Background: an optimization exercise with open tools, aiming at small area. Do not read the settings as production practice.
Function was checked by simulation only, so behaviour that the tests miss may differ from the original.
Power and IR drop assume default switching activity.

==> flow/design.v (excerpt) <==
module video_box_overlay #(
  parameter int N_BOX   = 8,
  parameter int W_PIX   = 24,
  parameter int W_COORD = 12,
  parameter int W_THK   = 4,
  localparam int W_IDX  = (N_BOX > 1) ? $clog2(N_BOX) : 1
) (
  input  logic               clk,
  input  logic               rstn,
  input  logic               vsync,
  input  logic               hsync,
  input  logic               de,
  input  logic [W_PIX-1:0]   data,
  input  logic               cfg_we,
  input  logic [W_IDX-1:0]   cfg_idx,
  input  logic               cfg_en,
  input  logic               cfg_blend,
  input  logic [W_COORD-1:0] cfg_x,
  input  logic [W_COORD-1:0] cfg_y,
  input  logic [W_COORD-1:0] cfg_w,
  input  logic [W_COORD-1:0] cfg_h,
  input  logic [W_THK-1:0]   cfg_thick,
  input  logic [W_PIX-1:0]   cfg_color,
  output logic               vsync_o,
  output logic               hsync_o,
  output logic               de_o,
  output logic [W_PIX-1:0]   data_o,
  output logic               cfg_commit
);
  localparam int N_LANE = W_PIX / 8;
  localparam int SPLIT  = 6;
  localparam logic [W_COORD-1:0] COORD_MAX = {W_COORD{1'b1}};
  function automatic logic [SPLIT:0] add_lo(input logic [SPLIT-1:0] a,
                                            input logic [SPLIT-1:0] b, input logic ci);
    logic c;
    c = ci;
    for (int k = 0; k < SPLIT; k++) begin
      add_lo[k] = a[k] ^ b[k] ^ c;
      c         = (a[k] & b[k]) | (a[k] & c) | (b[k] & c);
    end
    add_lo[SPLIT] = c;
  endfunction
  function automatic logic [W_COORD-SPLIT:0] add_hi(input logic [W_COORD-SPLIT-1:0] a,
                                                    input logic [W_COORD-SPLIT-1:0] b,
                                                    input logic ci);
    logic c;
    c = ci;
    for (int k = 0; k < W_COORD - SPLIT; k++) begin
      add_hi[k] = a[k] ^ b[k] ^ c;
      c         = (a[k] & b[k]) | (a[k] & c) | (b[k] & c);
    end
    add_hi[W_COORD-SPLIT] = c;
  endfunction
  function automatic logic ge_t(input logic [W_THK-1:0] a, input logic [W_THK-1:0] b);
    logic c;
    c = 1'b1;
    for (int k = 0; k < W_THK; k++)
      c = (a[k] & ~b[k]) | (a[k] & c) | (~b[k] & c);
    ge_t = c;
  endfunction
  function automatic logic [3:0] axis_lo(
  ...
Size in the first run: roughly 2900 cells after synthesis, ~140 I/O pins, roughly 0.056 sq mm of cells after synthesis.
Settings: LEC_CHECK=0, CAP_MARGIN=20, CORE_MARGIN=2, CORE_UTILIZATION=70, CTS_BUF_LIST=sky130_fd_sc_hd__clkbuf_16, CTS_CLUSTER_DIAMETER=100, CTS_CLUSTER_SIZE=30, GPL_TIMING_DRIVEN=0, SLEW_MARGIN=20, SYNTH_HIERARCHICAL=0; clock period 6.0 ns.
standard.sh (not shown) runs the stock make flow with config.mk's settings and CLKGATE_MAP_FILE= SYNTH_SCRIPT=/design/flow/synth_recipe.tcl, a recipe that flattens the netlist after the stock synthesis.
==> flow/flow/run.sh <==
#!/bin/bash
# Standard layout with one netlist clean-up between synthesis and floorplan:
# flow/fixinv.py re-picks the polarity of the self-dual cells (full adders,
# majority gates) in the synthesized netlist so fewer inverters are needed.
# Registers and all other cells are untouched. Each step logs to its own file.
set -euo pipefail
# Port buffers: the smallest buffer cell (the repair steps resize it where a port needs more drive).
export BUFFER_PORTS_ARGS="-buffer_cell sky130_fd_sc_hd__buf_1"
R="$PWD/orfs/results/$FLOW_PLATFORM/video_box_overlay/base"
bash standard.sh "$R/1_2_yosys.v" > synth.log 2>&1
cp "$R/1_2_yosys.v" "$R/1_2_yosys.orig.v"
python3 flow/fixinv.py "$R/1_2_yosys.orig.v" "$R/1_2_yosys.v" > fixinv.log 2>&1
bash standard.sh > layout.log 2>&1
Other scripts of this flow, unchanged in this note and not shown: flow/flow/fixinv.py
The starting point passed the timing, DRC and antenna checks.
Then changed:
--- a/flow/flow/run.sh
+++ b/flow/flow/run.sh
@@ -6,4 +6,2 @@
 set -euo pipefail
-# Port buffers: the smallest buffer cell (the repair steps resize it where a port needs more drive).
-export BUFFER_PORTS_ARGS="-buffer_cell sky130_fd_sc_hd__buf_1"
 R="$PWD/orfs/results/$FLOW_PLATFORM/video_box_overlay/base"
After rerunning:
- The new run finished with timing, DRC and antenna clean
- via count stays flat
- setup slack got worse by 0.099 ns
- combinational power climbs by about 2%
- power is about the same

[static timing again, ports no longer ideal]
The results above use ideal ports. As a check the final layouts listed here were re-extracted and re-timed, cells and wires unchanged.
Step 1, drivers: a clkbuf_16 drives clk and a buf_2 each remaining input, both assumed.
Step 2 moves the port delays by t, midway between the first and last clock arrival at a register: inputs arrive t later, outputs are due t later. That takes back most of the time a late clock gives input paths.
Three values: ideal, step 1, step 2; two values: the first two.
run | t (ns) | slack for setup (ns) | worst hold slack (ns) | worst register clock-pin slew, ns | cell pins on the clock port's net
the first run | 0.728 | 0.261 / 0.261 / 0.261 | 0.332 / 0.332 / 0.332 | 0.12 / 0.12 | 1
the second run | 0.732 | 0.162 / 0.162 / 0.162 | 0.339 / 0.339 / 0.339 | 0.12 / 0.12 | 1
After both steps every run listed still meets setup and hold.
